This is an optimization exercise on Yosys and OpenROAD, whose aim is small area, a short achievable clock period and few clock cycles per item, not a production implementation.
Function was not checked in any run shown here: the RTL went through the layout flow alone.
No activity file was given, so power comes from the tool's default toggle rates.

[flow/design.v]
`default_nettype none
package conv_pkg;
	typedef logic [31:0] word_t;
	typedef logic [3:0]  kidx_t;
	typedef logic [1:0]  kpos_t;
	typedef logic [5:0]  waddr_t;
	localparam int KERNEL_N = 9;
	localparam int IFMAP_N  = 16;
	localparam int RESULT_N = 4;
	localparam waddr_t KERNEL_BASE = 6'h00;
	localparam waddr_t IFMAP_BASE  = 6'h10;
	localparam waddr_t CTRL_ADDR   = 6'h20;
	localparam waddr_t STATUS_ADDR = 6'h21;
	localparam waddr_t RESULT_BASE = 6'h28;
	typedef enum logic [1:0] {C_IDLE, C_SCAN, C_DONE} comp_state_e;
	typedef enum logic [1:0] {E_IDLE, E_WAIT_LIST, E_RUN, E_DONE} eng_state_e;
endpackage
`default_nettype wire
`default_nettype none
module sparse_conv_top #(
	parameter int MUL_TERMS = 3
) (
	input  logic             clk,
	input  logic             rst_n,
	input  logic             wb_cyc_i,
	input  logic             wb_stb_i,
	input  logic             wb_we_i,
	input  conv_pkg::waddr_t wb_adr_i,
	input  conv_pkg::word_t  wb_dat_i,
	output conv_pkg::word_t  wb_dat_o,
	output logic             wb_ack_o
);
	function automatic logic [4:0] gfac(input logic [31:0] p);
		logic [4:0] lo;
		lo = p[4:0];
		if (|p[31:5] || lo >= 5'd21)
			gfac = 5'd21;
		else if (lo[4] && !lo[0])
			gfac = lo - 5'd1;
		else
			gfac = lo;
	endfunction
	function automatic logic [3:0] popcnt9(input logic [8:0] v);
		popcnt9 = '0;
		for (int i = 0; i < 9; i++) popcnt9 = popcnt9 + {3'd0, v[i]};
	endfunction
	function automatic logic [8:0] booth(input logic [5:0] b);
		logic [6:0] x;
		x = {b, 1'b0};
		for (int j = 0; j < 3; j++) begin
			booth[3*j]   = x[2*j+1] ^ x[2*j];
			booth[3*j+1] = (x[2*j+2] & ~x[2*j+1] & ~x[2*j]) | (~x[2*j+2] & x[2*j+1] & x[2*j]);
			booth[3*j+2] = x[2*j+2] & ~(x[2*j+1] & x[2*j]);
		end
	endfunction
	logic        ack_q;
	logic        wv_q;     
	logic        s2_q;     
	logic [5:0]  adr_q;
	logic [31:0] dat_q;
	logic        access;
	assign access   = wb_cyc_i & wb_stb_i & ~ack_q;
	assign wb_ack_o = ack_q;
	always_ff @(posedge clk or negedge rst_n) begin
		if (!rst_n) begin
			ack_q <= 1'b0;
			wv_q  <= 1'b0;
			s2_q  <= 1'b0;
		end else begin
			ack_q <= access;
			wv_q  <= access & wb_we_i;
			s2_q  <= wv_q;
		end
	end
	always_ff @(posedge clk) begin
		if (access) begin
			adr_q <= wb_adr_i;
			dat_q <= wb_dat_i;
		end
	end
	logic [31:0] kmem [9];
	logic [8:0]  knz;
	logic [4:0]  gmem [16];    
	logic ph;       
	logic col;
	assign col = ~ph;
	logic wr, kern, pix, sw1;
	assign wr   = wv_q | s2_q;
	assign kern = wr && (adr_q[5:4] == 2'b00) && (adr_q[3:0] < 4'd9);
	assign pix  = wr && (adr_q[5:4] == 2'b01);
	assign sw1  = wv_q && (adr_q == 6'h20) && dat_q[0];
	logic [3:0] idx;
	assign idx = adr_q[3:0];
	logic [1:0] kr, kc;
	always_comb begin
		case (idx)
			4'd0: begin kr = 2'd0; kc = 2'd0; end
			4'd1: begin kr = 2'd0; kc = 2'd1; end
			4'd2: begin kr = 2'd0; kc = 2'd2; end
			4'd3: begin kr = 2'd1; kc = 2'd0; end
			4'd4: begin kr = 2'd1; kc = 2'd1; end
			4'd5: begin kr = 2'd1; kc = 2'd2; end
			4'd6: begin kr = 2'd2; kc = 2'd0; end
			4'd7: begin kr = 2'd2; kc = 2'd1; end
			default: begin kr = 2'd2; kc = 2'd2; end
		endcase
	end
	logic [1:0] pr, pc;
	assign pr = idx[3:2];
	assign pc = idx[1:0];
	logic [2:0] tcol;       
	logic       tcol_ok;
	assign tcol    = {1'b0, pc} - {2'b00, col};
	assign tcol_ok = (tcol[2] == 1'b0) && (tcol[1:0] != 2'd3);
	logic [3:0] kidx0, kidx1;
	assign kidx0 = kern ? idx : 4'(pr * 3 + tcol[1:0]);
	assign kidx1 = 4'((pr - 2'd1) * 3 + tcol[1:0]);
	logic [31:0] kread0, kread1;
	assign kread0 = kmem[kidx0];
	assign kread1 = kmem[kidx1];
	logic [3:0] gpos0, gpos1;
	assign gpos0 = {kr, 2'b00} + {2'b00, kc} + {3'b000, col};
	assign gpos1 = gpos0 + 4'd4;
	logic [4:0] g_new;
	logic [5:0] g_dlt;
	assign g_new = gfac(dat_q);
	assign g_dlt = {1'b0, g_new} - {1'b0, gmem[idx]};
	logic v0, v1;
	assign v0 = pix && pr != 2'd3 && tcol_ok;
	assign v1 = pix && pr != 2'd0 && tcol_ok;
	logic [31:0] a0_q, a1_q;     
	logic [8:0]  b0_q, b1_q;     
	always_ff @(posedge clk) begin
		if (kern) begin
			a0_q <= dat_q - kread0;
			a1_q <= dat_q - kread0;
		end else begin
			a0_q <= kread0;
			a1_q <= kread1;
		end
	end
	always_ff @(posedge clk or negedge rst_n) begin
		if (!rst_n) begin
			b0_q <= '0;
			b1_q <= '0;
			ph   <= 1'b0;
			for (int j = 0; j < 16; j++) gmem[j] <= '0;
		end else begin
			ph <= ~ph;
			if (kern) begin
				b0_q <= booth({1'b0, gmem[gpos0]});
				b1_q <= booth({1'b0, gmem[gpos1]});
			end else begin
				b0_q <= v0 ? booth(g_dlt) : 9'd0;
				b1_q <= v1 ? booth(g_dlt) : 9'd0;
			end
			if (pix && s2_q) gmem[idx] <= g_new;
		end
	end
	always_ff @(posedge clk) begin
		if (kern && s2_q) begin
			kmem[idx] <= dat_q;
			knz[idx]  <= |dat_q;
		end
	end
	function automatic logic [31:0] mac(input logic [31:0] acc,
			input logic [31:0] a, input logic [8:0] d);
		logic [31:0] p [3];
		logic [31:0] n;
		for (int j = 0; j < 3; j++) begin
			p[j] = ((a & {32{d[3*j]}}) | ((a << 1) & {32{d[3*j+1]}})) ^ {32{d[3*j+2]}};
		end
		n = {27'd0, d[8], 1'b0, d[5], 1'b0, d[2]};
		mac = acc + p[0] + (p[1] << 2) + (p[2] << 4) + n;
	endfunction
	logic [31:0] r0a, r0b, r1a, r1b;
	always_ff @(posedge clk or negedge rst_n) begin
		if (!rst_n) begin
			r0a <= '0;
			r0b <= '0;
			r1a <= '0;
			r1b <= '0;
		end else begin
			r0a <= r0b;
			r0b <= mac(r0a, a0_q, b0_q);
			r1a <= r1b;
			r1b <= mac(r1a, a1_q, b1_q);
		end
	end
	logic        done_q;
	logic        snap_q;      
	logic [3:0]  cnt_q;
	logic [31:0] res_q [4];
	always_ff @(posedge clk or negedge rst_n) begin
		if (!rst_n) begin
			done_q <= 1'b0;
			snap_q <= 1'b0;
			cnt_q  <= '0;
		end else begin
			if (sw1) begin
				done_q <= 1'b1;
				snap_q <= 1'b1;
				cnt_q  <= popcnt9(knz);
			end else if (snap_q && !ph) begin
				snap_q <= 1'b0;
			end
		end
	end
	always_ff @(posedge clk) begin
		if (snap_q && !ph) begin
			res_q[0] <= r0a;
			res_q[1] <= r0b;
			res_q[2] <= r1a;
			res_q[3] <= r1b;
		end
	end
	logic [31:0] rd_q;
	always_ff @(posedge clk) begin
		rd_q <= '0;
		if (wb_adr_i == 6'h21) begin
			rd_q[1]   <= done_q;
			rd_q[7:4] <= cnt_q;
		end else if (wb_adr_i[5:2] == 4'b1010 && done_q) begin
			rd_q <= res_q[wb_adr_i[1:0]];
		end
	end
	assign wb_dat_o = rd_q;
endmodule
`default_nettype wire
[flow/run.sh]
#!/bin/bash
# synth_recipe.tcl (not shown) runs the flow's synth.tcl, then flattens the netlist and writes it again
# the make line also repeats each setting of config.mk as NAME=value (left out here)
make -C /OpenROAD-flow-scripts/flow DESIGN_CONFIG=/design/flow/config.mk WORK_HOME=/design/flow/orfs CLKGATE_MAP_FILE= SYNTH_SCRIPT=/design/flow/synth_recipe.tcl finish
[flow/config.mk]
export PLATFORM = sky130hd
export DESIGN_NAME = sparse_conv_top
export DESIGN_NICKNAME = sparse_conv_top
export VERILOG_FILES = /design/flow/design.v
export SDC_FILE = /design/flow/constraint.sdc
export NUM_CORES = 4
export LEC_CHECK = 0
export CAP_MARGIN = 20
export CELL_PAD_IN_SITES_DETAIL_PLACEMENT = 1
export CELL_PAD_IN_SITES_GLOBAL_PLACEMENT = 2
export CORE_MARGIN = 2
export CORE_UTILIZATION = 20
export PLACE_DENSITY = 0.4
export SLEW_MARGIN = 20
[flow/constraint.sdc]
create_clock -name core_clock -period 22.0 [get_ports {clk}]
set_input_delay 4.4000 -clock core_clock [delete_from_list [all_inputs] [get_ports {clk}]]
set_output_delay 4.4000 -clock core_clock [all_outputs]
set_load 0.01 [all_outputs]
==> metrics.md, run 1 <==
| Metric | Value |
|---|---|
| Status | complete, no violations |
| Crit path cell chain | ha_1, nand2b_1, nand3_2, nor2_1, a21oi_4, buf_4, buf_4, mux4_2, mux2i_1, nor2_1, a21oi_1, ha_1, o21ai_0, a21boi_0, o21a_1, o21a_1, nor2_1, a31oi_1, o2111ai_1, a21oi_1, a41oi_1, xnor2_1, mux2i_1 |
| GR Util All Layers | 14.5% |
| Worst Setup EP | a0_q[28] |
| Avg WL per Cell | 24.7 microns |
| Hold Buf Count CTS | 0 |
| Fraction of final layout cells sized beyond drive strength 1 | 13.0% |
| FF-to-FF Start | adr_q[3] |
| CTS buffer count | 102 |
| Leak Pwr | 19.3 nW |
| Slew Viols, Final | 0 |
| Critical Path Start Type | flop |
| Initial core utilization | 20.1% |
| Critical Path Max Stage Delay | a little under 0.8 ns |
| CP Capture Type | flop |
| DRT iter0 DRCs | 1767 |
| Max Fanout on Critical Path | 29 |
| Worst Tran Pin Value | 1.27 ns |
| Post-route DRC | 0 |
| Post-DRT Antenna Nets | 0 |
| H-tree depth | 3 |
| CTS tree | done |
| Reg2reg end | a0_q[28] |
| # nets final | 3953 |
| Largest net degree at the start of global routing | 91 |
| Post-CTS Resized | 0 |
| Reg clk slew, reported paths | 0.06 ns |
| DIE AREA | 223000 sq um |
| Combinational power share | 19.6% |
| Primary FF master, synth | edfxtp_1 |
| Filler cells | 24100 |
| Switching power | between 1 and 1.5 mW |
| Max Buffers Root-to-Sink | 3 |
| Rows | 172 |
| Async S/R FF share, synth | 29.5% |
| Setup violations, final | 0 |
| Max-cap violations | 0 |
| Root Driver | clkbuf_16 |
| Hold Path Class | reg2reg |
| Period Utilization, post-route | 36.9% |
| Core area | approximately 220000 sq um |
| Chip Height | 473 microns |
| Critical path depth | 23 |
| Setup TNS | 0 ns |
| Maximum vdd drop | 0.0000547 V |
| Mapped Cells | 3519 |
| R2r worst-path depth | 23 |
| Final HPWL DP | about 120000 microns |
| Post-synth design cell area | 43900 sq um |
| Synth cell types | 93 |
| PD cells | between 80 and 90 nW/um^2 |
| CTS Sinks | 799 |
| WL final | 162000 microns |
| Fin area | 51600 sq um |
| Family with the most delay on the worst path | compound AO/OA/AOI/OAI gates |
| Period minus WS final | 8.12 ns |
| Global route hottest layer | met2 |
| Worst Path Arrival | 8.72 ns |
| Met1 Track Usage GR | 21.6% |
| RSZ-0062 raised after global routing | false |
| Routed vias | 29000 |
| Post-CTS Setup Repair Bufs | 0 |
| FF+latch count, synth | 799 |
| First-pass GRT wire length | between 200000 and 250000 microns |
| Clock Skews | 0.0410 ns |
| Tot Pwr | 4.58 mW |
| Area of the multi-input gates | slightly above 20000 sq um |
| P_int | between 3 and 4 mW |
| Die width | 473 microns |
| Worst Path Required | 22.60 ns |
| Synth-to-Final Area Change | 17.5% |
| Type of the worst setup path | reg2reg |
| Critical path origin | adr_q[3] |
| CP dominant cell by count | nor2_1 |
| FF/Latch Area | 21800 sq um |
| Number of global-route vias before repair | approximately 32000 |
| Avg Vias per Cell | 4.42 |
| Post-synth net total | 3876 |
| Worst skew pair latency | approximately 0.75 ns |
| Final Hold Fails | 0 |
| Post-synthesis average cell area | approximately 12 sq um |
| Sequential share of power | 43.7% |
| Io pins | 76 |
| GR Util met2 | 22.2% |
| Seq/Total Area, Yosys | about half |
| R2R Setup Slk | between 10 and 15 ns |
| Initial DRT Pass Iterations | 6 |
| Switching share of power | 32.3% |
| Buffers on Ports | 75 |
| Clock power share | 36.6% |
| Max transition margin | 14.3% |
| Crit path buffers/inverters | 2 |
| Overflow after GRT | 0 |
| Dpl cell area | 48300 sq um |
| EDFF count, synth | 463 |
| Initial antenna violation count | 9 |
| Met3 usage | 1.76% |
| Synth Warn # | 5 |
| Routability cong. | 0.798 |
| Fmax | 123 MHz |
| Slowest CP cell | edfxtp_1 |
[routing by layer]
| layer | up-vias | share of wire (%) |
|---|---|---|
| met2 | 487 | 44 |
| met4 | 0 | 1.9 |
| met1 | 15100 | 51 |
| li1 | 13200 | - |
| met5 | - | 0 |
| met3 | 162 | 3.2 |
[worst register-to-register path: cells and delay by family (launching register included)]
| kind | cells | cell delay [ns] |
|---|---|---|
| mux | 3 | 0.89 |
| flops | 1 | 0.78 |
| buf+inv | 2 | 1.18 |
| simple gates | 5 | 1.38 |
| fa+ha+maj | 2 | 0.96 |
| xor+xnor | 1 | 0.24 |
| compound gates | 10 | 2.58 |
[through the flow]
stage | instances | worst slack (ns) | utilization, % | hold WS [ns]
global route | 6558 | 12.99 | 23.6 | 0.380
detailed placement | 6363 | 13.59 | 22.0 | 0.358
floorplan | 3519 | 15.30 | - | 0.349
global placement | 6362 | 13.81 | 22.0 | 0.353
CTS | 6556 | 13.55 | 23.6 | 0.374
finish | 6565 | 13.88 | 23.6 | 0.372
[cell type report]
class / instances / share of cell area (%)
diodes: 9 / 0.0436
clock buffers: 137 / 5.47
clock inverters: 56 / 0.964
repair buffers: 155 / 2.61
well taps: 2871 / 6.96
inverters: 293 / 2.13
multi-input cells: 2245 / 39.6
flip-flops and latches: 799 / 42.2
[Yosys cell counts, types with 13 or more instances]
| master | number | area [sq um] |
|---|---|---|
| edfxtp_1 | 463 | 13900 |
| inv_1 | 291 | 1090 |
| dfrtp_1 | 236 | 5910 |
| xnor2_1 | 234 | 2050 |
| a22oi_1 | 226 | 1700 |
| nand2_1 | 205 | 769 |
| ha_1 | 186 | 2330 |
| o21ai_0 | 166 | 831 |
| mux4_2 | 157 | 3540 |
| a21oi_1 | 129 | 646 |
| fa_1 | 128 | 2560 |
| nor2_1 | 128 | 480 |
| clkbuf_1 | 121 | 454 |
| dfxtp_1 | 100 | 2000 |
| mux2i_1 | 74 | 741 |
| a21o_1 | 45 | 338 |
| buf_1 | 45 | 169 |
| xor2_1 | 44 | 385 |
| and2_1 | 36 | 225 |
| a22o_1 | 32 | 280 |
| nand3_1 | 28 | 140 |
| nor3_1 | 28 | 140 |
| nand4_1 | 27 | 169 |
| nand2b_1 | 26 | 163 |
| nor2b_1 | 26 | 163 |
| a222oi_1 | 23 | 230 |
| and3_1 | 22 | 138 |
| mux2_2 | 21 | 236 |
| o211ai_1 | 18 | 135 |
| o21bai_1 | 18 | 135 |
| a311oi_1 | 16 | 140 |
| o21a_1 | 15 | 113 |
| o31ai_1 | 15 | 113 |
| a211oi_1 | 13 | 97.6 |
| buf_2 | 13 | 65.1 |
| nor4_1 | 13 | 81.3 |
[cells in the final DEF (no fill, tap or decap), drive strengths merged, types with 16 or more instances in the layout]
cell           synthesis  final
a21o                  45     45
a21oi                130    130
a222oi                23     23
a22o                  32     32
a22oi                227    227
a311oi                16     16
and2                  36     36
and3                  22     22
buf                   61     83
clkbuf               121    137
clkdlybuf4s50          0     72
clkinv                 0     39
dfrtp                236    236
dfxtp                100    100
edfxtp               463    463
fa                   128    128
ha                   186    186
inv                  293    298
mux2                  21     21
mux2i                 74     74
mux4                 157    157
nand2                205    205
nand2b                26     26
nand3                 29     29
nand4                 28     28
nor2                 128    128
nor2b                 26     26
nor3                  30     30
o211ai                18     18
o21ai                171    171
o21bai                18     18
o31ai                 17     17
xnor2                234    234
xor2                  44     44
[state kept, by name (all words and copies together), names as in the netlist, 6 cells and up, named ones only]
register / flops
kmem: 288
res_q: 128
gmem: 80
a0_q: 32
a1_q: 32
dat_q: 32
r0a: 32
r0b: 32
r1a: 32
r1b: 32
rd_q: 32
b0_q: 9
b1_q: 9
knz: 9
adr_q: 6
[power by group through the flow]
stage                     sequential, mW  combinational [mW]  clock [mW]
after detailed placement            2.04               0.922           0
after global routing                2.03                1.03        1.80
after CTS                           2.01               0.930        1.75
after floorplan                     1.90               0.623           0
after global placement              2.04               0.928           0
final                               2.00               0.900        1.68
[how the worst min path moves through the flow]
stage / cells after the start / startpoint / endpoint
floorplan: 0 / r0b[0] / r0a[0]
global placement: 0 / r0b[17] / r0a[17]
detailed placement: 0 / r1b[18] / r1a[18]
CTS: 0 / r0b[24] / r0a[24]
global route: 0 / r0b[26] / r0a[26]
finish: 0 / r0b[24] / r0a[24]
[kinds of logic (layout without fill, tap and decap cells)]
group / count (synthesis) / after routing / share of synthesized area, %
AOI/OAI and AO/OA: 819 / 819 / 12.9
xor gates and xnor gates: 278 / 278 / 5.54
adders and majority gates: 317 / 317 / 11.2
buffers and inverters: 475 / 641 / 4.14
DFF: 799 / 799 / 49.6
muxes: 252 / 252 / 10.3
other: 0 / 9 / 0
and+or+nand+nor: 579 / 579 / 6.32
==> run 2: changes to the inputs <==
==> flow/flow/run.sh (new file) <==
#!/bin/bash
# The standard layout, with repair_timing aiming for extra setup slack so the
# layout is optimised for a shorter achieved period. The clock period and the
# constraints are the design's; only the repair target changes.
set -euo pipefail
MARGIN=$(cat flow/margin.txt)
bash standard.sh SETUP_SLACK_MARGIN=$MARGIN finish > standard_flow.log 2>&1
==> flow/flow/margin.txt (new file) <==
16
==> flow/standard.sh (new file) <==
#!/bin/bash
# synth_recipe.tcl (not shown) runs the flow's synth.tcl, then flattens the netlist and writes it again
# the make line also repeats each setting of config.mk as NAME=value (left out here)
make -C /OpenROAD-flow-scripts/flow DESIGN_CONFIG=/design/flow/config.mk WORK_HOME=/design/flow/orfs CLKGATE_MAP_FILE= SYNTH_SCRIPT=/design/flow/synth_recipe.tcl "${@:-finish}"
removed: flow/run.sh
==> run 2 against run 1 <==
Still clean on timing, DRC and antenna. Clock skew hardly changed. Clock power is 8% higher. Final cell count is 1.1% higher. Sequential share of layout area is 1.4 points lower. Register-to-register slack better by 2.2 ns. Setup slack better by 2.2 ns. Via count is 1.6% higher. Synthesized cell count stayed put. Hold slack worse by 0.0054 ns. Fmax is 37% higher. Non-clock buffer count is 64 higher. Critical path type unchanged. Largest cell class unchanged.
==> metrics.md, run 2 <==
| Metric | Value |
|---|---|
| Status | complete, no violations |
| Final Hold Fails | 0 (unchanged) |
| Period minus WS final | 5.92 ns (-2.20 ns) |
| CTS buffer count | 107 (+4.9%) |
| Worst skew pair latency | 0.76 ns (about the same) |
| Primary FF master, synth | edfxtp_1 |
| Seq/Total Area, Yosys | 49.6% (unchanged) |
| Mapped Cells | 3519 (unchanged) |
| WL met2 | 74800 microns (+5.4%) |
| RSZ-0062 raised after global routing | true |
| Clock Skews | 0.0406 ns (-0.000391 ns) |
| Sequential share of power | 42.1% (-1.6 points) |
| Combinational power share | 20.1% (+0.5 points) |
| Max Buffers Root-to-Sink | 3 (unchanged) |
| FF/Latch Area | 21800 sq um (unchanged) |
| Buffers on Ports | 75 (unchanged) |
| Final HPWL DP | 114000 microns (-0.64%) |
| Core area | 219000 sq um (unchanged) |
| EDFF count, synth | 463 (unchanged) |
| DIE AREA | 223000 sq um (unchanged) |
| Initial core utilization | 20.1% (unchanged) |
| Die width | 473 microns (unchanged) |
| CTS tree | done |
| Number of global-route vias before repair | 32300 (+1.4%) |
| Routed vias | 29500 (+1.6%) |
| Worst Path Arrival | 6.54 ns (-2.18 ns) |
| Post-synthesis average cell area | 12.5 sq um (unchanged) |
| Chip Height | 473 microns (unchanged) |
| DRT iter0 DRCs | 1903 (+7.7%) |
| Clock power share | 37.9% (+1.3 points) |
| Post-synth design cell area | 43900 sq um (unchanged) |
| Rows | 172 (unchanged) |
| Top reg by flops | kmem |
| Post-DRT Antenna Nets | 0 (unchanged) |
| Critical Path Start Type | flop |
| Fin area | 53400 sq um (+3.3%) |
| CP Capture Type | flop |
| Max Fanout on Critical Path | 4 (-86%) |
| Placed insts | 6359 (-0.063%) |
| Worst Path Required | 22.62 ns (+0.02 ns) |
| GR Util All Layers | 15.0% (+0.53 points) |
| Overflow after GRT | 0 (unchanged) |
| Most common cell after layout, fill and taps aside | edfxtp_1 |
| Max reg flops | 288 (unchanged) |
| Avg Vias per Cell | 4.44 (+0.52%) |
| Post-synth net total | 3876 (unchanged) |
| Post-route DRC | 0 (unchanged) |
| Max transition margin | 21.4% (+7.1 points) |
| H-tree depth | 3 (unchanged) |
| Slew Viols, Final | 0 (unchanged) |
| Maximum vdd drop | 0.0000572 V (+4.6%) |
| Hold Path Class | reg2reg |
| Max-cap violations | 0 (unchanged) |
| Dpl cell area | 48300 sq um (about the same) |
| Async S/R FF share, synth | 29.5% (unchanged) |
| Largest cells by area after synthesis | edfxtp_1 (32%), dfrtp_1 (13%), mux4_2 (8.0%) |
| Area of the multi-input gates | 21100 sq um (+3.1%) |
| Setup TNS | 0 ns (unchanged) |
| Reg clk slew, reported paths | 0.06 ns (about the same) |
| Initial antenna violation count | 6 (-3) |
| Synth-to-Final Area Change | 21.4% |
| Setup violations, final | 0 (unchanged) |
| Root Driver | clkbuf_16 |
| Leak Pwr | 20.2 nW (+4.4%) |
| Switching share of power | 31.9% (-0.48 points) |
| Finished Layout Cells | 6637 (+1.1%) |
| Period Utilization, post-route | 26.9% (-10 points) |
| Largest area contributor in the netlist | edfxtp_1 |
| WL met1 | 82700 microns (-0.17%) |
| First-pass GRT wire length | 243000 microns (+2.6%) |
| Highest metal used | met4 |
| Synth cell types | 93 (unchanged) |
| Filler cells | 24100 (+0.062%) |
| Routability cong. | 0.761 (-4.7%) |
| WL final | 168000 microns (+3.6%) |
| Fraction of final layout cells sized beyond drive strength 1 | 16.7% (+3.7 points) |
| Largest registers | kmem x288, res_q x128, gmem x80 |
| Initial DRT Pass Iterations | 6 (unchanged) |
| Switching power | 1.53 mW (+3.3%) |
| PD cells | 89.9 nW/um^2 (+1.4%) |
| Synth Warn # | 5 (unchanged) |
| FF+latch count, synth | 799 (unchanged) |
| Type of the worst setup path | reg2reg |
| Largest net degree at the start of global routing | 83 (-8.8%) |
| Wire length on met3 | 6510 microns (+27%) |
| CTS Sinks | 799 (unchanged) |
| Most common cell in the netlist | edfxtp_1 |
| Post-synth top cells | edfxtp_1 (463), inv_1 (291), dfrtp_1 (236) |
| P_int | 3.27 mW (+5.6%) |
| Fmax | 169 MHz (+37%) |
| Io pins | 76 (unchanged) |
| Most frequent cells in the layout | edfxtp_1 (463), inv_1 (285), dfrtp_1 (232) |
| Yosys top cell area share | 31.6% (unchanged) |
| # nets final | 4023 (+1.8%) |
| Worst Tran Pin Value | 1.17 ns (-0.0978 ns) |
| Avg WL per Cell | 25.3 microns (+2.5%) |
-- run 2: final timing paths --
path | from | to | slack, ns | cells after the start
hold / removal | r0b[17] | r0a[17] | 0.37 | 0
min in group asynchronous | rst_n | ack_q | 3.61 | 1
setup reg to reg | adr_q[0] | a0_q[15] | 16.08 | 27
setup / recovery | adr_q[0] | a0_q[15] | 16.08 | 27
max in group asynchronous | rst_n | gmem[2][1] | 16.49 | 3
hold reg to reg | r0b[17] | r0a[17] | 0.37 | 0
-- run 2: through the flow --
step / utilization (%) / setup slack (ns) / total power [mW] / hold WS (ns)
floorplan: - / 15.92 / 2.53 / 0.349
global placement: 22.0 / 14.21 / 2.97 / 0.353
detailed placement: 22.0 / 14.09 / 2.96 / 0.358
CTS: 24.2 / 15.87 / 4.88 / 0.359
global route: 24.3 / 15.82 / 5.09 / 0.371
finish: 24.4 / 16.08 / 4.80 / 0.366
-- run 2: critical path: stages (launching register included) --
cell and delay, ns:
edfxtp_1 0.39, buf_12 0.14, inv_8 0.03, ha_4 0.15, ha_4 0.27, inv_4 0.03, fa_1 0.49, ha_2 0.18
inv_2 0.04, fa_2 0.44, a31o_4 0.25, nand2_8 0.10, mux2i_1 0.21, nor2_1 0.08, a21oi_2 0.16, ha_1 0.26
nor2b_4 0.13, o21ai_4 0.15, a21boi_2 0.08, o21a_1 0.20, or2_4 0.26, o2111a_1 0.26, or4_4 0.55, a21o_1 0.20
maj3_2 0.31, a21oi_2 0.13, xor2_1 0.19, mux2i_1 0.10
-- run 2: kinds of logic (layout without fill, tap and decap cells) --
family	Yosys count	in the layout	share of synthesized area [%]
AOI/OAI and AO/OA	819	820	12.9
xor gates and xnor gates	278	278	5.54
adders and majority gates	317	317	11.2
buffers and inverters	475	714	4.14
DFF	799	799	49.6
muxes	252	252	10.3
other	0	7	0
and+or+nand+nor	579	579	6.32
-- run 2: what timing repair did --
action	4_1_cts	5_1_grt
pin swaps	35	41
gates resized for setup	148	70
cloned	7	0
hold endpoints to repair	0	0
hold buffers	0	0
setup endpoints to repair	105	134
setup buffers	45	17
-- run 2: area by class of cell --
type                            count  share of cell area (%)
Clock inverter                     49                    1.11
Inverter                          293                    2.09
Antenna cell                        7                  0.0328
Clock buffer                      153                    5.67
Tap cell                         2871                    6.73
Timing Repair Buffer              219                    3.99
Sequential cell                   799                    40.9
Multi-Input combinational cell   2246                    39.5
-- run 2: routing by layer --
metal | global-route usage (%) | vias to the layer above
li1 | - | 13400
met3 | 2.26 | 178
met4 | 3.87 | 0
met1 | 21.7 | 15400
met5 | 0 | -
met2 | 23.3 | 507
-- run 2: power by group through the flow --
stage | combinational [mW] | clock, mW | sequential (mW)
after CTS | 0.963 | 1.89 | 2.03
after floorplan | 0.627 | 0 | 1.90
final | 0.963 | 1.82 | 2.02
after global routing | 1.09 | 1.95 | 2.05
after global placement | 0.911 | 0 | 2.06
after detailed placement | 0.902 | 0 | 2.06
==> run 3: changes to the inputs <==
--- a/flow/design.v
+++ b/flow/design.v
@@ -78,89 +78,124 @@
 			dat_q <= wb_dat_i;
 		end
 	end
-	logic [31:0] kmem [9];
+	logic [31:0] kmem [3][3];    
 	logic [8:0]  knz;
-	logic [4:0]  gmem [16];    
+	logic [4:0]  gmem [4][4];    
 	logic ph;       
 	logic col;
 	assign col = ~ph;
+	function automatic logic [3:0] tap_rc(input logic [3:0] t);
+		case (t)
+			4'd0: tap_rc = {2'd0, 2'd0};
+			4'd1: tap_rc = {2'd0, 2'd1};
+			4'd2: tap_rc = {2'd0, 2'd2};
+			4'd3: tap_rc = {2'd1, 2'd0};
+			4'd4: tap_rc = {2'd1, 2'd1};
+			4'd5: tap_rc = {2'd1, 2'd2};
+			4'd6: tap_rc = {2'd2, 2'd0};
+			4'd7: tap_rc = {2'd2, 2'd1};
+			default: tap_rc = {2'd2, 2'd2};
+		endcase
+	endfunction
+	function automatic logic is_kern(input logic [5:0] a);
+		is_kern = (a[5:4] == 2'b00) && (a[3:0] < 4'd9);
+	endfunction
+	logic [5:0] adr_n;
+	assign adr_n = access ? wb_adr_i : adr_q;
+	logic [2:0] csel_q, rsel0_q, rsel1_q;
+	always_ff @(posedge clk) begin
+		logic [3:0] rc;
+		logic [1:0] kc_n, pr_n, pc_n;
+		logic [2:0] tc;
+		rc   = tap_rc(adr_n[3:0]);
+		pr_n = adr_n[3:2];
+		pc_n = adr_n[1:0];
+		tc   = {1'b0, pc_n} - {2'b00, ph};
+		if (is_kern(adr_n)) begin
+			csel_q  <= 3'b001 << rc[1:0];
+			rsel0_q <= 3'b001 << rc[3:2];
+		end else begin
+			csel_q  <= tc[2] ? 3'b000 : 3'(3'b001 << tc[1:0]);
+			rsel0_q <= 3'(3'b001 << pr_n);
+		end
+		rsel1_q <= 3'((4'b0001 << pr_n) >> 1);
+	end
 	logic wr, kern, pix, sw1;
 	assign wr   = wv_q | s2_q;
-	assign kern = wr && (adr_q[5:4] == 2'b00) && (adr_q[3:0] < 4'd9);
+	assign kern = wr && is_kern(adr_q);
 	assign pix  = wr && (adr_q[5:4] == 2'b01);
 	assign sw1  = wv_q && (adr_q == 6'h20) && dat_q[0];
 	logic [3:0] idx;
-	assign idx = adr_q[3:0];
-	logic [1:0] kr, kc;
+	logic [1:0] kr, kc, pr, pc;
+	assign idx      = adr_q[3:0];
+	assign {kr, kc} = tap_rc(idx);
+	assign pr       = idx[3:2];
+	assign pc       = idx[1:0];
+	logic [31:0] kcolv [3];
+	logic [31:0] kread0, kread1;
 	always_comb begin
-		case (idx)
-			4'd0: begin kr = 2'd0; kc = 2'd0; end
-			4'd1: begin kr = 2'd0; kc = 2'd1; end
-			4'd2: begin kr = 2'd0; kc = 2'd2; end
-			4'd3: begin kr = 2'd1; kc = 2'd0; end
-			4'd4: begin kr = 2'd1; kc = 2'd1; end
-			4'd5: begin kr = 2'd1; kc = 2'd2; end
-			4'd6: begin kr = 2'd2; kc = 2'd0; end
-			4'd7: begin kr = 2'd2; kc = 2'd1; end
-			default: begin kr = 2'd2; kc = 2'd2; end
-		endcase
-	end
-	logic [1:0] pr, pc;
-	assign pr = idx[3:2];
-	assign pc = idx[1:0];
-	logic [2:0] tcol;       
+		for (int r = 0; r < 3; r++) begin
+			kcolv[r] = ({32{csel_q[0]}} & kmem[r][0])
+			         | ({32{csel_q[1]}} & kmem[r][1])
+			         | ({32{csel_q[2]}} & kmem[r][2]);
+		end
+		kread0 = ({32{rsel0_q[0]}} & kcolv[0]) | ({32{rsel0_q[1]}} & kcolv[1])
+		       | ({32{rsel0_q[2]}} & kcolv[2]);
+		kread1 = ({32{rsel1_q[0]}} & kcolv[0]) | ({32{rsel1_q[1]}} & kcolv[1])
+		       | ({32{rsel1_q[2]}} & kcolv[2]);
+	end
+	logic [1:0] gcol, grow0;
+	logic [4:0] gcolv [4];
+	logic [4:0] g_a, g_b;
+	assign gcol  = kern ? kc + 2'(col) : pc;
+	assign grow0 = kern ? kr : pr;
+	always_comb begin
+		for (int r = 0; r < 4; r++) gcolv[r] = gmem[r][gcol];
+	end
+	assign g_a = gcolv[grow0];
+	assign g_b = gcolv[kr + 2'd1];
+	logic [2:0] tcol;
 	logic       tcol_ok;
 	assign tcol    = {1'b0, pc} - {2'b00, col};
 	assign tcol_ok = (tcol[2] == 1'b0) && (tcol[1:0] != 2'd3);
-	logic [3:0] kidx0, kidx1;
-	assign kidx0 = kern ? idx : 4'(pr * 3 + tcol[1:0]);
-	assign kidx1 = 4'((pr - 2'd1) * 3 + tcol[1:0]);
-	logic [31:0] kread0, kread1;
-	assign kread0 = kmem[kidx0];
-	assign kread1 = kmem[kidx1];
-	logic [3:0] gpos0, gpos1;
-	assign gpos0 = {kr, 2'b00} + {2'b00, kc} + {3'b000, col};
-	assign gpos1 = gpos0 + 4'd4;
 	logic [4:0] g_new;
 	logic [5:0] g_dlt;
 	assign g_new = gfac(dat_q);
-	assign g_dlt = {1'b0, g_new} - {1'b0, gmem[idx]};
+	assign g_dlt = {1'b0, g_new} - {1'b0, g_a};
 	logic v0, v1;
 	assign v0 = pix && pr != 2'd3 && tcol_ok;
 	assign v1 = pix && pr != 2'd0 && tcol_ok;
 	logic [31:0] a0_q, a1_q;     
 	logic [8:0]  b0_q, b1_q;     
-	always_ff @(posedge clk) begin
-		if (kern) begin
-			a0_q <= dat_q - kread0;
-			a1_q <= dat_q - kread0;
-		end else begin
-			a0_q <= kread0;
-			a1_q <= kread1;
-		end
+	logic [31:0] kdiff;
+	assign kdiff = dat_q - kread0;
+	always_ff @(posedge clk) begin
+		a0_q <= kern ? kdiff : kread0;
+		a1_q <= kern ? kdiff : kread1;
 	end
 	always_ff @(posedge clk or negedge rst_n) begin
 		if (!rst_n) begin
 			b0_q <= '0;
 			b1_q <= '0;
 			ph   <= 1'b0;
-			for (int j = 0; j < 16; j++) gmem[j] <= '0;
+			for (int r = 0; r < 4; r++)
+				for (int c = 0; c < 4; c++) gmem[r][c] <= '0;
 		end else begin
 			ph <= ~ph;
 			if (kern) begin
-				b0_q <= booth({1'b0, gmem[gpos0]});
-				b1_q <= booth({1'b0, gmem[gpos1]});
+				b0_q <= booth({1'b0, g_a});
+				b1_q <= booth({1'b0, g_b});
 			end else begin
 				b0_q <= v0 ? booth(g_dlt) : 9'd0;
 				b1_q <= v1 ? booth(g_dlt) : 9'd0;
 			end
-			if (pix && s2_q) gmem[idx] <= g_new;
+			if (pix && s2_q) gmem[pr][pc] <= g_new;
 		end
 	end
 	always_ff @(posedge clk) begin
 		if (kern && s2_q) begin
-			kmem[idx] <= dat_q;
-			knz[idx]  <= |dat_q;
+			kmem[kr][kc] <= dat_q;
+			knz[idx]     <= |dat_q;
 		end
 	end
 	function automatic logic [31:0] mac(input logic [31:0] acc,
==> run 3 against run 2 <==
Still clean on timing, DRC and antenna. Area after synthesis decreased by 6.7%. Critical path depth decreased by 18. Total power increased by 7.6%. Sequential share of layout area increased by 4.2 points. Flip-flop and latch count increased by 9. Clock-buffer cell count decreased by 16. Setup slack improved by 0.016 ns. First-iteration DRC count decreased by 21%. Wire length decreased by 12%. Critical path type is now in2reg. Largest power group unchanged. Highest routed layer unchanged.
==> metrics.md, run 3 <==
| Metric | Value |
|---|---|
| Max Fanout on Critical Path | 8 (+4) |
| Largest area contributor in the netlist | edfxtp_1 |
| Hold Buf Count CTS | 0 (unchanged) |
| Max-cap violations | 0 (unchanged) |
| Post-synth top cells | edfxtp_1 (457), nand2_1 (314), a22oi_1 (283) |
| Synth-to-Final Area Change | 18.7% |
| Hold path depth | 0 (unchanged) |
| RSZ-0062 raised after global routing | false |
| Max Buffers Root-to-Sink | 3 (unchanged) |
| FF+latch count, synth | 808 (+1.1%) |
| Mapped Cells | 3390 (-3.7%) |
| WL final | 148000 microns (-12%) |
| Synth Warn # | 7 (+2) |
| Post-route DRC | 0 (unchanged) |
| Period minus WS final | 5.91 ns (-0.0158 ns) |
| Worst skew pair latency | 0.79 ns (+0.03 ns) |
| Setup violations, final | 0 (unchanged) |
| Worst Path Required | 22.65 ns (+0.03 ns) |
| Core area | 204000 sq um (-6.8%) |
| Synth cell types | 78 (-16%) |
| Seq/Total Area, Yosys | 53.5% (+3.9 points) |
| Avg WL per Cell | 23.6 microns (-6.5%) |
| Root Driver | clkbuf_16 |
| Worst Path Arrival | 6.56 ns (+0.02 ns) |
| Leak Pwr | 19.0 nW (-5.8%) |
| Largest net degree at the start of global routing | 82 (-1.2%) |
| Fraction of final layout cells sized beyond drive strength 1 | 9.64% (-7.1 points) |
| Reg clk slew, reported paths | 0.06 ns (about the same) |
| Chip Height | 457 microns (-3.4%) |
| Post-synthesis average cell area | 12.1 sq um (-3.2%) |
| Initial core utilization | 20.1% (+0.022 points) |
| GR Util All Layers | 14.1% (-0.98 points) |
| Final HPWL DP | 104000 microns (-8.8%) |
| Die width | 457 microns (-3.4%) |
| Maximum vdd drop | 0.0000634 V (+11%) |
| R2r worst-path depth | 14 (-48%) |
| Fin area | 48700 sq um (-8.8%) |
| CP Capture Type | flop |
| EDFF count, synth | 457 (-1.3%) |
| Fmax | 169 MHz (+0.27%) |
| Async S/R FF share, synth | 29.2% (-0.33 points) |
| Post-synth design cell area | 41000 sq um (-6.7%) |
| Dpl cell area | 45100 sq um (-6.6%) |
| CTS buffer count | 102 (-4.7%) |
| Period Utilization, post-route | 26.9% (-0.072 points) |
| Hold Path Class | reg2reg |
| Overflow after GRT | 0 (unchanged) |
| Setup TNS | 0 ns (unchanged) |
| Most common cell in the netlist | edfxtp_1 |
| Io pins | 76 (unchanged) |
| Worst Tran Pin Value | 1.10 ns (-0.0760 ns) |
| Largest registers | kmem x288, res_q x128, gmem x80 |
| Initial DRT Pass Iterations | 7 (+1) |
| Status | complete, no violations |
| CTS Sinks | 808 (+1.1%) |
| Final Hold Fails | 0 (unchanged) |
| Avg Vias per Cell | 4.29 (-3.4%) |
| Buffers on Ports | 75 (unchanged) |
| Routed vias | 26800 (-9.0%) |
| Slew Viols, Final | 0 (unchanged) |
| Number of global-route vias before repair | 28900 (-10%) |
| First-pass GRT wire length | 215000 microns (-11%) |
| Top reg by flops | kmem |
| DRT iter0 DRCs | 1505 (-21%) |
| H-tree depth | 3 (unchanged) |
| Largest cells by area after synthesis | edfxtp_1 (33%), dfrtp_1 (14%), fa_1 (6.2%) |
| Filler cells | 22500 (-6.5%) |
| Yosys top cell area share | 33.5% (+1.8 points) |
| Most frequent cells in the layout | edfxtp_1 (457), nand2_1 (311), a22oi_1 (283) |
| Max reg flops | 288 (unchanged) |
| Rows | 166 (-3.5%) |
| Initial antenna violation count | 6 (unchanged) |
| Final hold slack | 0.351 ns (-0.0150 ns) |
| DIE AREA | 209000 sq um (-6.6%) |
| Primary FF master, synth | edfxtp_1 |
| Critical Path Start Type | input pin |
| # nets final | 3826 (-4.9%) |
| Type of the worst setup path | in2reg |
| CTS tree | done |
| Routability cong. | 0.746 (-2.0%) |
| Post-synth net total | 3744 (-3.4%) |
| Post-DRT Antenna Nets | 0 (unchanged) |
| Most common cell after layout, fill and taps aside | edfxtp_1 |
| Max transition margin | 26.8% (+5.4 points) |
| PD cells | 106 nW/um^2 (+18%) |
| Clock Skews | 0.0934 ns (+0.0528 ns) |
[run 3: cell count changes after synthesis, sizes merged, moves of 19 or more]
cell / change
a22oi: +56
buf: -24
o21ai: -92
nand2: +109
nor2: +19
nand4: -21
mux4: -125
a21oi: +30
a222oi: +41
[run 3: final cells by class]
type / instances / area [sq um] / share of cell area, %
flip-flops and latches: 808 / 22000 / 45.1
clock inverters: 53 / 677 / 1.39
well taps: 2688 / 3360 / 6.91
multi-input cells: 2144 / 17600 / 36.2
repair buffers: 136 / 1210 / 2.49
diodes: 9 / 22.5 / 0.0463
clock buffers: 137 / 2750 / 5.66
inverters: 280 / 1060 / 2.17
[run 3: path summary, 6_finish.rpt]
kind / startpoint / to / slack [ns]
hold reg to reg: r0b[25] / r0a[25] / 0.35
max in group asynchronous: rst_n / r1b[26] / 16.37
setup / recovery: wb_cyc_i / csel_q[1] / 16.09
hold / removal: r0b[25] / r0a[25] / 0.35
min in group asynchronous: rst_n / gmem[15][4] / 3.63
setup reg to reg: csel_q[2] / a0_q[31] / 16.35
[run 3: where the power goes]
group          switching, mW  total, mW  internal, mW
registers              0.328       2.16          1.83
logic                  0.819       1.28         0.462
clock network          0.722       1.73          1.00
total                   1.87       5.16          3.29
[run 3: metal layers]
| metal | up-vias | GRT usage, % | share of wire, % |
|---|---|---|---|
| met5 | - | 0 | 0 |
| met4 | 0 | 2.90 | 1.8 |
| met3 | 143 | 1.83 | 2.5 |
| met2 | 330 | 22.3 | 46 |
| met1 | 13900 | 20.3 | 50 |
| li1 | 12500 | - | - |
[run 3: kinds of logic (layout without fill, tap and decap cells)]
| logic type | count (synthesis) | in the layout | share of synthesized area [%] |
|---|---|---|---|
| AO/OA/AOI/OAI | 757 | 757 | 13.0 |
| multiplexers | 148 | 148 | 4.69 |
| AND/OR/NAND/NOR | 654 | 654 | 7.09 |
| flip-flops | 808 | 808 | 53.5 |
| XOR/XNOR | 274 | 274 | 5.85 |
| buffers and inverters | 438 | 606 | 4.03 |
| other | 0 | 9 | 0 |
| adder cells (fa/ha/maj) | 311 | 311 | 11.8 |
[run 3: repair_timing]
action | CTS | global route
cloned | 0 | 0
resized for setup | 53 | 17
endpoints found under the hold margin | 0 | 0
pin swaps | 2 | 0
setup buffers | 4 | 1
setup endpoints to repair | 154 | 75
[run 3: critical path, stage by stage]
cell and delay (ns):
clkdlybuf4s50_1 0.46, nand3b_1 0.07, buf_4 0.17, mux2i_1 0.20, ha_1 0.29, a21oi_2 0.18, nor3_4 0.08, or4b_2 0.61
o21ai_1 0.09
[run 3: through the flow]
stage	cells	setup slack, ns	total power [mW]	utilization (%)
CTS	6245	15.96	5.27	23.8
global placement	6051	14.70	3.51	22.1
floorplan	3390	15.80	2.84	-
global route	6246	16.01	5.50	23.8
detailed placement	6051	14.67	3.50	22.1
finish	6255	16.09	5.16	23.8
==> run 4: changes to the inputs <==
--- a/flow/config.mk
+++ b/flow/config.mk
@@ -9,6 +9,6 @@
 export CELL_PAD_IN_SITES_DETAIL_PLACEMENT = 1
 export CELL_PAD_IN_SITES_GLOBAL_PLACEMENT = 2
 export CORE_MARGIN = 2
-export CORE_UTILIZATION = 20
-export PLACE_DENSITY = 0.4
+export CORE_UTILIZATION = 55
+export PLACE_DENSITY = 0.7
 export SLEW_MARGIN = 20
==> run 4 against run 3 <==
Highest routed layer is now met5. Register-to-register slack got worse by 0.29 ns. Setup slack got worse by 0.056 ns. Hold slack better by 0.022 ns. Global-route usage rose by 19 points. Still clean on timing, DRC and antenna. Die area decreased by 63%. Critical path depth fell by 8. Flip-flop and latch count unchanged. Clock skew fell by 0.045 ns.
==> metrics.md, run 4 <==
| Metric | Value |
|---|---|
| Switching share of power | 35.8% (-0.41 points) |
| Avg WL per Cell | 27.8 microns (+18%) |
| Io pins | 76 (unchanged) |
| Number of global-route vias before repair | 30500 (+5.4%) |
| Rows | 100 (-40%) |
| DRT iter0 DRCs | 2693 (+79%) |
| Clock power share | 30.6% (-2.8 points) |
| Root Driver | clkbuf_16 |
| Post-synth net total | 3744 (unchanged) |
| Buffers on Ports | 75 (unchanged) |
| Hold Path Class | reg2reg |
| Avg Vias per Cell | 6.29 (+47%) |
| FF-to-FF Start | csel_q[2] |
| Largest area contributor in the netlist | edfxtp_1 |
| Primary FF master, synth | edfxtp_1 |
| Type of the worst setup path | reg2out |
| Final Core Density | 62.0% (+38 points) |
| Slew Viols, Final | 0 (unchanged) |
| Top reg by flops | kmem |
| RSZ-0062 raised after global routing | true |
| Leak Pwr | 18.6 nW (-1.9%) |
| Final hold slack | 0.373 ns (+0.0218 ns) |
| Max reg flops | 288 (unchanged) |
| First-pass GRT wire length | 189000 microns (-12%) |
| Status | complete, no violations |
| Overflow after GRT | 0 (unchanged) |
| Critical Path Max Stage Delay | 0.54 ns (-0.07 ns) |
| Synth Warn # | 7 (unchanged) |
| Post-route DRC | 0 (unchanged) |
| DIE AREA | 76700 sq um (-63%) |
| Worst Path Arrival | 1.56 ns (-5.00 ns) |
| Endpoint, Worst Hold | r1a[2] |
| Sequential share of power | 44.0% (+2.2 points) |
| Post-synthesis average cell area | 12.1 sq um (unchanged) |
| Final Hold Fails | 0 (unchanged) |
| Max transition margin | 22.5% (-4.3 points) |
| R2r worst-path depth | 14 (unchanged) |
| Hold Buf Count CTS | 0 (unchanged) |
| Reg clk slew, reported paths | 0.06 ns (about the same) |
| Initial core utilization | 55.3% (+35 points) |
| Core area | 74100 sq um (-64%) |
| FF+latch count, synth | 808 (unchanged) |
| Max-cap violations | 0 (unchanged) |
| Async S/R FF share, synth | 29.2% (unchanged) |
| Switching power | 1.76 mW (-6.1%) |
| EDFF count, synth | 457 (unchanged) |
| Crit path cell chain | clkdlybuf4s50_1 |
| Initial antenna violation count | 7 (+1) |
| Routed vias | 28200 (+5.1%) |
| Final HPWL DP | 85300 microns (-18%) |
| CTS Sinks | 808 (unchanged) |
| Max Buffers Root-to-Sink | 3 (unchanged) |
| WL final | 125000 microns (-16%) |
| R2R Setup Slk | 16.06 ns (-0.29 ns) |
| Most frequent cells in the layout | edfxtp_1 (457), nand2_1 (311), a22oi_1 (283) |
| Fraction of final layout cells sized beyond drive strength 1 | 8.82% (-0.82 points) |
| Worst Tran Pin Value | 1.16 ns (+0.0651 ns) |
| Largest cells by area after synthesis | edfxtp_1 (33%), dfrtp_1 (14%), fa_1 (6.2%) |
| Combinational power share | 25.4% (+0.6 points) |
| Pre-CTS WS | 14.67 ns (+0.00130 ns) |
| Most common cell in the netlist | edfxtp_1 |
| Setup TNS | 0 ns (unchanged) |
| Largest registers | kmem x288, res_q x128, gmem x80 |
| Synth-to-Final Area Change | 12.1% |
| Worst Path Required | 17.60 ns (-5.05 ns) |
| Largest net degree at the start of global routing | 145 (+77%) |
| Period minus WS final | 5.96 ns (+0.0559 ns) |
| Dpl cell area | 42800 sq um (-5.1%) |
| Fin area | 45900 sq um (-5.6%) |
| Seq/Total Area, Yosys | 53.5% (unchanged) |
| Yosys top cell area share | 33.5% (unchanged) |
| # nets final | 3798 (-0.73%) |
| H-tree depth | 3 (unchanged) |
| Clock Skews | 0.0479 ns (-0.0455 ns) |
| Period Utilization, post-route | 27.1% (+0.25 points) |
| Fmax | 168 MHz (-0.94%) |
| Crit path buffers/inverters | 1 (-1) |
| Post-synth design cell area | 41000 sq um (unchanged) |
| CP Capture Type | output port |
| Slowest CP cell | clkdlybuf4s50_1 |
| Inserted Diodes | 0 (-9) |
| Initial DRT Pass Iterations | 8 (+1) |
| PD cells | 107 nW/um^2 (+0.65%) |
| Post-synth top cells | edfxtp_1 (457), nand2_1 (314), a22oi_1 (283) |
| Maximum vdd drop | 0.0000739 V (+17%) |
| Synth cell types | 78 (unchanged) |
| Hold Startpoint | r1b[2] |
| Post-DRT Antenna Nets | 0 (unchanged) |
| P_int | 3.15 mW (-4.4%) |
| Fin worst setup slack | 16.04 ns (-0.0559 ns) |
| Most common cell after layout, fill and taps aside | edfxtp_1 |
| Mapped Cells | 3390 (unchanged) |
| Die width | 277 microns (-39%) |
| Hold path depth | 0 (unchanged) |
| Critical Path Start Type | flop |
| CTS buffer count | 87 (-15%) |
| Routability cong. | 0.860 (+15%) |
| Chip Height | 277 microns (-39%) |
| Family with the most delay on the worst path | buffers and inverters |
| Setup violations, final | 0 (unchanged) |
| Worst skew pair latency | 0.68 ns (-0.11 ns) |
| Reg2reg end | a0_q[27] |
| Max Fanout on Critical Path | 1 (-7) |
| CTS tree | done |
| GR Util All Layers | 32.6% (+19 points) |
[run 4: power by group through the flow]
stage / Combinational [mW] / Clock (mW) / Sequential (mW)
2_1_floorplan: 0.861 / 0 / 1.98
3_3_place_gp: 1.15 / 0 / 2.17
3_5_place_dp: 1.21 / 0 / 2.18
4_1_cts: 1.23 / 1.52 / 2.15
5_1_grt: 1.38 / 1.57 / 2.17
6_report: 1.25 / 1.50 / 2.16
[run 4: routing by layer]
layer / global-route usage, % / share of wire (%) / vias up / wire [microns]
met1: 41.4 / 39 / 14500 / 49200
met3: 5.10 / 6.3 / 288 / 7850
li1: - / - / 12400 / -
met2: 54.3 / 49 / 1014 / 60500
met5: 0 / 0.010 / - / 13
met4: 16.8 / 5.6 / 2 / 6990
[run 4: logic make-up (layout without fill, tap and decap cells)]
family	count (synthesis)	in the layout	synth area share, %
DFF	808	808	53.5
muxes	148	148	4.69
AOI/OAI and AO/OA	757	757	13.0
and+or+nand+nor	654	654	7.09
adders and majority gates	311	311	11.8
xor gates and xnor gates	274	274	5.85
buffers and inverters	438	564	4.03
[run 4: cell type report]
type / count / area [sq um]
Clock buffer: 107 / 2390
Clock inverter: 54 / 574
Fill cell: 7260 / 28100
Inverter: 280 / 1060
Multi-Input combinational cell: 2144 / 17600
Sequential cell: 808 / 22000
Tap cell: 969 / 1210
Timing Repair Buffer: 122 / 1140
Timing Repair inverter: 1 / 5.00
[run 4: worst max-delay path by stage]
stage | from | end | slack (ns) | cells after the start
2_1_floorplan | wb_cyc_i | rsel0_q[1] | 15.80 | 7
3_3_place_gp | wb_cyc_i | rsel0_q[1] | 14.88 | 8
3_5_place_dp | wb_cyc_i | rsel0_q[1] | 14.67 | 8
4_1_cts | b0_q[3] | r0b[30] | 15.81 | 17
5_1_grt | b0_q[3] | r0b[30] | 15.97 | 16
6_report | rd_q[5] | wb_dat_o[5] | 16.04 | 1
[run 4: metrics by stage]
| stage | std cells | power, mW |
|---|---|---|
| global route | 4485 | 5.12 |
| floorplan | 3390 | 2.84 |
| CTS | 4481 | 4.91 |
| finish | 4485 | 4.91 |
| detailed placement | 4315 | 3.39 |
| global placement | 4315 | 3.32 |
[run 4: what timing repair did]
action,in CTS,in global routing
gates resized for setup,23,26
endpoints found under the setup margin,55,39
cloned,1,0
buffers inserted,4,2
pin swaps,1,0
==> run 5: changes to the inputs <==
--- a/flow/config.mk
+++ b/flow/config.mk
@@ -10,5 +10,7 @@
 export CELL_PAD_IN_SITES_GLOBAL_PLACEMENT = 2
 export CORE_MARGIN = 2
 export CORE_UTILIZATION = 55
+export CTS_BUF_LIST = sky130_fd_sc_hd__clkbuf_8
+export CTS_CLUSTER_SIZE = 20
 export PLACE_DENSITY = 0.7
 export SLEW_MARGIN = 20
==> run 5 against run 4 <==
Fmax up 0.47%. Still clean on timing, DRC and antenna. Combinational power barely moved. Flip-flop and latch count is the same. First-iteration DRC count decreased by 4.5%. Synthesized cell count stayed put. Critical path type unchanged. Hold slack worse by 0.022 ns.
==> metrics.md, run 5 <==
| Metric | Value |
|---|---|
| Status | complete, no violations |
| Most frequent cells in the layout | edfxtp_1 (457), inv_1 (331), nand2_1 (311) |
| Slowest CP cell | dfxtp_1 |
| Reg clk slew, reported paths | 0.06 ns (about the same) |
| Async S/R FF share, synth | 29.2% (unchanged) |
| Overflow after GRT | 0 (unchanged) |
| Period minus WS final | 5.94 ns (-0.0278 ns) |
| Seq/Total Area, Yosys | 53.5% (unchanged) |
| Fmax | 168 MHz (+0.47%) |
| PD cells | 103 nW/um^2 (-3.3%) |
| Post-DRT Antenna Nets | 0 (unchanged) |
| Yosys top cell area share | 33.5% (unchanged) |
| Fraction of final layout cells sized beyond drive strength 1 | 9.73% (+0.91 points) |
| Slew Viols, Final | 0 (unchanged) |
| Final HPWL DP | 85300 microns (unchanged) |
| Crit path buffers/inverters | 1 (unchanged) |
| Switching share of power | 37.2% (+1.4 points) |
| Avg Vias per Cell | 6.18 (-1.7%) |
| Post-synth design cell area | 41000 sq um (unchanged) |
| Mapped Cells | 3390 (unchanged) |
| Worst skew pair latency | 0.83 ns (+0.15 ns) |
| Number of global-route vias before repair | 30700 (+0.66%) |
| Initial core utilization | 55.3% (unchanged) |
| Initial DRT Pass Iterations | 7 (-1) |
| Period Utilization, post-route | 27.0% (-0.13 points) |
| Max-cap violations | 0 (unchanged) |
| Synth-to-Final Area Change | 11.1% |
| Max reg flops | 288 (unchanged) |
| Top reg by flops | kmem |
| First-pass GRT wire length | 187000 microns (-0.99%) |
| Worst Path Arrival | 1.54 ns (-0.02 ns) |
| Worst Path Required | 17.60 ns (about the same) |
| Largest area contributor in the netlist | edfxtp_1 |
| Core area | 74100 sq um (unchanged) |
| Clock power share | 28.0% (-2.6 points) |
| CTS tree | done |
| Combinational power share | 26.2% (+0.8 points) |
| Most common cell in the netlist | edfxtp_1 |
| Largest cells by area after synthesis | edfxtp_1 (33%), dfrtp_1 (14%), fa_1 (6.2%) |
| Chip Height | 277 microns (unchanged) |
| Io pins | 76 (unchanged) |
| Buffers on Ports | 75 (unchanged) |
| Most common cell after layout, fill and taps aside | edfxtp_1 |
| Switching power | 1.75 mW (-0.46%) |
| Primary FF master, synth | edfxtp_1 |
| Critical Path Max Stage Delay | 0.41 ns (-0.13 ns) |
| Root Driver | clkbuf_8 |
| Largest net degree at the start of global routing | 145 (unchanged) |
| Synth Warn # | 7 (unchanged) |
| Crit path cell chain | dlygate4sd2_1 |
| Max Buffers Root-to-Sink | 3 (unchanged) |
| GR Util All Layers | 32.4% (-0.22 points) |
| Rows | 100 (unchanged) |
| FF+latch count, synth | 808 (unchanged) |
| Family with the most delay on the worst path | flip-flops |
| WL final | 123000 microns (-1.5%) |
| Sequential share of power | 45.8% (+1.8 points) |
| Clock Skews | 0.0507 ns (+0.00278 ns) |
| Routability cong. | 0.860 (unchanged) |
| Synth cell types | 78 (unchanged) |
| Max transition margin | 20.7% (-1.8 points) |
| Max Fanout on Critical Path | 1 (unchanged) |
| Critical Path Start Type | flop |
| Leak Pwr | 18.8 nW (+1.0%) |
| P_int | 2.96 mW (-6.1%) |
| EDFF count, synth | 457 (unchanged) |
| CP Capture Type | output port |
| Post-synth top cells | edfxtp_1 (457), nand2_1 (314), a22oi_1 (283) |
| RSZ-0062 raised after global routing | true |
| Initial antenna violation count | 8 (+1) |
| Largest registers | kmem x288, res_q x128, gmem x80 |
| Die width | 277 microns (unchanged) |
| Tot Pwr | 4.70 mW (-4.1%) |
| Avg WL per Cell | 26.9 microns (-3.3%) |
| DIE AREA | 76700 sq um (unchanged) |
| H-tree depth | 4 (+1) |
| Worst Tran Pin Value | 1.19 ns (+0.0269 ns) |
| CTS Sinks | 808 (unchanged) |
| Type of the worst setup path | reg2out |
| CTS buffer count | 136 (+56%) |
| Post-synthesis average cell area | 12.1 sq um (unchanged) |
| Routed vias | 28200 (+0.089%) |
| Post-route DRC | 0 (unchanged) |
| Maximum vdd drop | 0.0000650 V (-12%) |
| Setup violations, final | 0 (unchanged) |
| Final Hold Fails | 0 (unchanged) |
| Post-synth net total | 3744 (unchanged) |
| Setup TNS | 0 ns (unchanged) |
| # nets final | 3844 (+1.2%) |
| Hold Path Class | reg2reg |
| DRT iter0 DRCs | 2573 (-4.5%) |
-- run 5: cell count changes in the layout (fill, tap and decap cells not counted), moves of 7 or more --
| cell | delta |
|---|---|
| dlygate4sd2_1 | +25 |
| clkbuf_16 | -92 |
| clkbuf_8 | +139 |
| clkbuf_1 | -12 |
| clkinv_1 | -7 |
| clkdlybuf4s50_1 | -22 |
| inv_1 | +54 |
-- run 5: what timing repair did --
action                                 in CTS  in global routing
pin swaps                                   1                  0
gates resized for setup                    44                 17
endpoints found under the hold margin       0                  0
cloned                                      1                  0
setup buffers                               4                  0
setup endpoints to repair                  49                 26
hold buffers                                0                  0
-- run 5: final timing paths --
kind | startpoint | to | slack, ns | cells after the start
worst max-delay path | rd_q[0] | wb_dat_o[0] | 16.06 | 1
worst min-delay path | r0b[26] | r0a[26] | 0.35 | 0
worst max register to register | csel_q[2] | a0_q[27] | 16.08 | 14
worst min register to register | r0b[26] | r0a[26] | 0.35 | 0
max in group asynchronous | rst_n | b0_q[2] | 17.00 | 2
min in group asynchronous | rst_n | r1b[23] | 3.57 | 1
-- run 5: power groups by stage --
stage / clock network [mW] / logic, mW / registers, mW
6_report: 1.32 / 1.23 / 2.15
5_1_grt: 1.41 / 1.36 / 2.17
4_1_cts: 1.34 / 1.22 / 2.15
3_5_place_dp: 0 / 1.21 / 2.18
3_3_place_gp: 0 / 1.15 / 2.17
2_1_floorplan: 0 / 0.861 / 1.98
-- run 5: metrics by stage --
| step | cells | worst slack, ns | cell area (sq um) | hold slack [ns] | util (%) |
|---|---|---|---|---|---|
| 3_3_place_gp | 4315 | 14.88 | 42800 | 0.355 | 57.8 |
| 3_5_place_dp | 4315 | 14.67 | 42800 | 0.358 | 57.8 |
| 5_1_grt | 4567 | 15.98 | 45500 | 0.371 | 61.5 |
| 6_report | 4568 | 16.06 | 45500 | 0.351 | 61.5 |
| 4_1_cts | 4565 | 15.81 | 45500 | 0.355 | 61.4 |
| 2_1_floorplan | 3390 | 15.80 | 41000 | 0.349 | - |
-- run 5: layer usage --
layer | vias to the layer above | wire (microns) | part of all wire [%] | track usage [%]
li1 | 12500 | - | - | -
met1 | 14500 | 49000 | 40 | 41.4
met2 | 1027 | 60000 | 49 | 53.9
met3 | 260 | 7340 | 6.0 | 4.64
met4 | 0 | 6390 | 5.2 | 17.1
met5 | - | 0 | 0 | 0
-- run 5: logic make-up after synthesis --
family,share of synthesized area (%)
buffers and inverters,4.03
AO/OA/AOI/OAI,13.0
AND/OR/NAND/NOR,7.09
adder cells (fa/ha/maj),11.8
multiplexers,4.69
XOR/XNOR,5.85
flip-flops,53.5
-- run 5: cell type report --
cell class | count | area, sq um
fillers | 7409 | 28500
diodes | 2 | 5.00
inverters | 280 | 1060
repair buffers | 119 | 1070
repair inverters | 1 | 5.00
clock buffers | 142 | 1950
multi-input cells | 2144 | 17600
flip-flops and latches | 808 | 22000
clock inverters | 103 | 707
well taps | 969 | 1210
-- run 5: worst register-to-register path: stages, from the launching register on --
cell       delay [ns]
dfxtp_2          0.57
a22oi_1          0.34
nand2_1          0.14
a222oi_1         1.04
ha_1             0.48
and3_1           0.20
a221oi_1         0.31
o21ai_0          0.19
a222oi_1         0.75
a21oi_1          0.18
a2111oi_1        0.53
buf_4            0.23
o21ai_0          0.11
xnor2_1          0.17
mux2i_1          0.49
==> run 6: changes to the inputs <==
==> flow/flow/run.sh (replaced) <==
#!/bin/bash
# The standard layout (standard.sh: the standard flow's synthesis and ORFS flow), with
# repair_timing aiming for extra setup slack and free to resize cells across
# footprints, so the layout is optimised for a shorter achieved period. The
# clock period and the constraints are the design's.
set -euo pipefail
read -r -a EXTRA < flow/extra.txt
bash standard.sh "${EXTRA[@]}" finish > standard_flow.log 2>&1
==> flow/flow/extra.txt (new file) <==
SETUP_SLACK_MARGIN=16.5 MATCH_CELL_FOOTPRINT=0
--- a/flow/config.mk
+++ b/flow/config.mk
@@ -10,7 +10,5 @@
 export CELL_PAD_IN_SITES_GLOBAL_PLACEMENT = 2
 export CORE_MARGIN = 2
 export CORE_UTILIZATION = 55
-export CTS_BUF_LIST = sky130_fd_sc_hd__clkbuf_8
-export CTS_CLUSTER_SIZE = 20
 export PLACE_DENSITY = 0.7
 export SLEW_MARGIN = 20
removed: flow/flow/margin.txt
==> run 6 against run 5 <==
Still clean on timing, DRC and antenna. First-iteration DRC count shrank 2.1%. Fmax grew 6.1%. Flip-flop and latch count is the same. Hold slack gained 0.011 ns. Synthesized cell count is the same.
==> metrics.md, run 6 <==
| Metric | Value |
|---|---|
| Worst skew pair latency | 0.67 ns (-0.16 ns) |
| Period minus WS final | 5.60 ns (-0.340 ns) |
| Leak Pwr | 18.8 nW (about the same) |
| Type of the worst setup path | in2reg |
| Overflow after GRT | 0 (unchanged) |
| CTS buffer count | 86 (-37%) |
| Post-route DRC | 0 (unchanged) |
| Worst Path Required | 22.60 ns (+5.00 ns) |
| Core area | 74100 sq um (unchanged) |
| Setup TNS | 0 ns (unchanged) |
| Max Fanout on Critical Path | 4 (+3) |
| CP Capture Type | flop |
| Post-synthesis average cell area | 12.1 sq um (unchanged) |
| Initial antenna violation count | 7 (-1) |
| DIE AREA | 76700 sq um (unchanged) |
| Clock Skews | 0.0422 ns (-0.00855 ns) |
| Routed vias | 28200 (+0.018%) |
| Inserted Diodes | 0 (-2) |
| Yosys top cell area share | 33.5% (unchanged) |
| Largest cells by area after synthesis | edfxtp_1 (33%), dfrtp_1 (14%), fa_1 (6.2%) |
| Final Hold Fails | 0 (unchanged) |
| Post-synth top cells | edfxtp_1 (457), nand2_1 (314), a22oi_1 (283) |
| Dpl cell area | 42900 sq um (+0.14%) |
| Final HPWL DP | 85000 microns (-0.32%) |
| Hold path depth | 0 (unchanged) |
| Reg clk slew, reported paths | 0.06 ns (about the same) |
| DRT iter0 DRCs | 2520 (-2.1%) |
| Fraction of final layout cells sized beyond drive strength 1 | 11.3% (+1.6 points) |
| FF-to-FF Start | b0_q[1] |
| Synth Warn # | 7 (unchanged) |
| Initial core utilization | 55.3% (unchanged) |
| Max Buffers Root-to-Sink | 3 (unchanged) |
| PD cells | 106 nW/um^2 (+2.4%) |
| Most common cell in the netlist | edfxtp_1 |
| Finished Layout Cells | 4513 (-1.2%) |
| # nets final | 3825 (-0.49%) |
| Avg WL per Cell | 27.8 microns (+3.3%) |
| Die width | 277 microns (unchanged) |
| Largest area contributor in the netlist | edfxtp_1 |
| Fin worst setup slack | 16.40 ns (+0.340 ns) |
| Maximum vdd drop | 0.0000749 V (+15%) |
| Worst Path Arrival | 6.19 ns (+4.65 ns) |
| Filler cells | 7226 (-2.5%) |
| Setup violations, final | 0 (unchanged) |
| Endpoint, Worst Hold | r0a[29] |
| Post-DRT Antenna Nets | 0 (unchanged) |
| H-tree depth | 3 (-1) |
| WL final | 125000 microns (+2.0%) |
| Hold Path Class | reg2reg |
| Buffers on Ports | 75 (unchanged) |
| CTS Sinks | 808 (unchanged) |
| GR Util All Layers | 32.6% (+0.18 points) |
| Largest net degree at the start of global routing | 84 (-42%) |
| Status | complete, no violations |
| Routability cong. | 0.903 (+5.1%) |
| Critical Path Start Type | input pin |
| Worst Tran Pin Value | 1.09 ns (-0.102 ns) |
| Mapped Cells | 3390 (unchanged) |
| Post-synth design cell area | 41000 sq um (unchanged) |
| CTS tree | done |
| Post-synth net total | 3744 (unchanged) |
| Pre-CTS WS | 14.71 ns (+0.0396 ns) |
| FF/Latch Area | 22000 sq um (+0.19%) |
| First-pass GRT wire length | 189000 microns (+0.95%) |
| Most common cell after layout, fill and taps aside | edfxtp_1 |
| Period Utilization, post-route | 25.4% (-1.5 points) |
| Synth-to-Final Area Change | 13.1% |
| Most frequent cells in the layout | edfxtp_1 (457), nand2_1 (310), a22oi_1 (283) |
| Initial DRT Pass Iterations | 9 (+2) |
| Hold Startpoint | r0b[29] |
| EDFF count, synth | 457 (unchanged) |
-- run 6: critical path, cell delays in order --
cell,delay [ns]
clkdlybuf4s50_1,0.82
mux2i_4,0.15
a21oi_2,0.19
nor3_4,0.07
or4b_4,0.49
o21ai_2,0.07
-- run 6: report_power, final --
group	leakage (nW)	internal, mW	switching [mW]
Clock	1.42	0.852	0.635
Combinational	9.26	0.483	0.806
Sequential	8.14	1.83	0.300
Total	18.8	3.16	1.74
-- run 6: per-stage QoR --
stage          power, mW  util [%]
2_1_floorplan       2.84         -
3_3_place_gp        3.31      57.9
3_5_place_dp        3.38      57.9
4_1_cts             4.89      62.3
5_1_grt             5.12      62.6
6_report            4.90      62.6
-- run 6: cell families (layout without fill, tap and decap cells) --
| family | Yosys count | after routing | synth area share [%] |
|---|---|---|---|
| adders and majority gates | 311 | 311 | 11.8 |
| muxes | 148 | 148 | 4.69 |
| AOI/OAI and AO/OA | 757 | 757 | 13.0 |
| xor gates and xnor gates | 274 | 274 | 5.85 |
| buffers and inverters | 438 | 591 | 4.03 |
| DFF | 808 | 808 | 53.5 |
| and+or+nand+nor | 654 | 655 | 7.09 |
-- run 6: routing by layer --
layer | track usage [%] | up-vias | wire, microns
met4 | 16.2 | 0 | 6550
met2 | 54.5 | 1058 | 60900
li1 | - | 12400 | -
met1 | 41.2 | 14500 | 49700
met3 | 5.40 | 239 | 8060
met5 | 0 | - | 0
-- run 6: worst max path at each step --
stage | end | from | cells after the start | slack [ns]
after floorplan | rsel0_q[1] | wb_cyc_i | 7 | 15.80
after global placement | rsel0_q[1] | wb_cyc_i | 8 | 14.85
after detailed placement | rsel0_q[1] | wb_cyc_i | 8 | 14.71
after CTS | wb_ack_o | ack_q | 1 | 16.38
after global routing | r0b[30] | b0_q[1] | 17 | 16.32
final | csel_q[1] | wb_adr_i[3] | 6 | 16.40
-- run 6: final cells by class --
type / instances / area share, %
Timing Repair inverter: 1 / 0.0162
Clock buffer: 119 / 5.29
Timing Repair Buffer: 149 / 3.01
Sequential cell: 808 / 47.5
Tap cell: 969 / 2.62
Clock inverter: 42 / 1.07
Inverter: 280 / 2.29
Multi-Input combinational cell: 2145 / 38.2
-- run 6: what timing repair did --
item	in CTS	in global routing
endpoints found under the setup margin	200	87
pin swaps	7	11
cloned	2	1
setup buffers	13	8
gates resized for setup	202	39

Check on run 6: ideal ports give 16.405 ns setup slack; a clkbuf_16 on the clock port and buf_2 on the inputs give 16.340 ns; moving port delays by the midpoint clock arrival (0.720 ns) as well gives 15.731 ns.
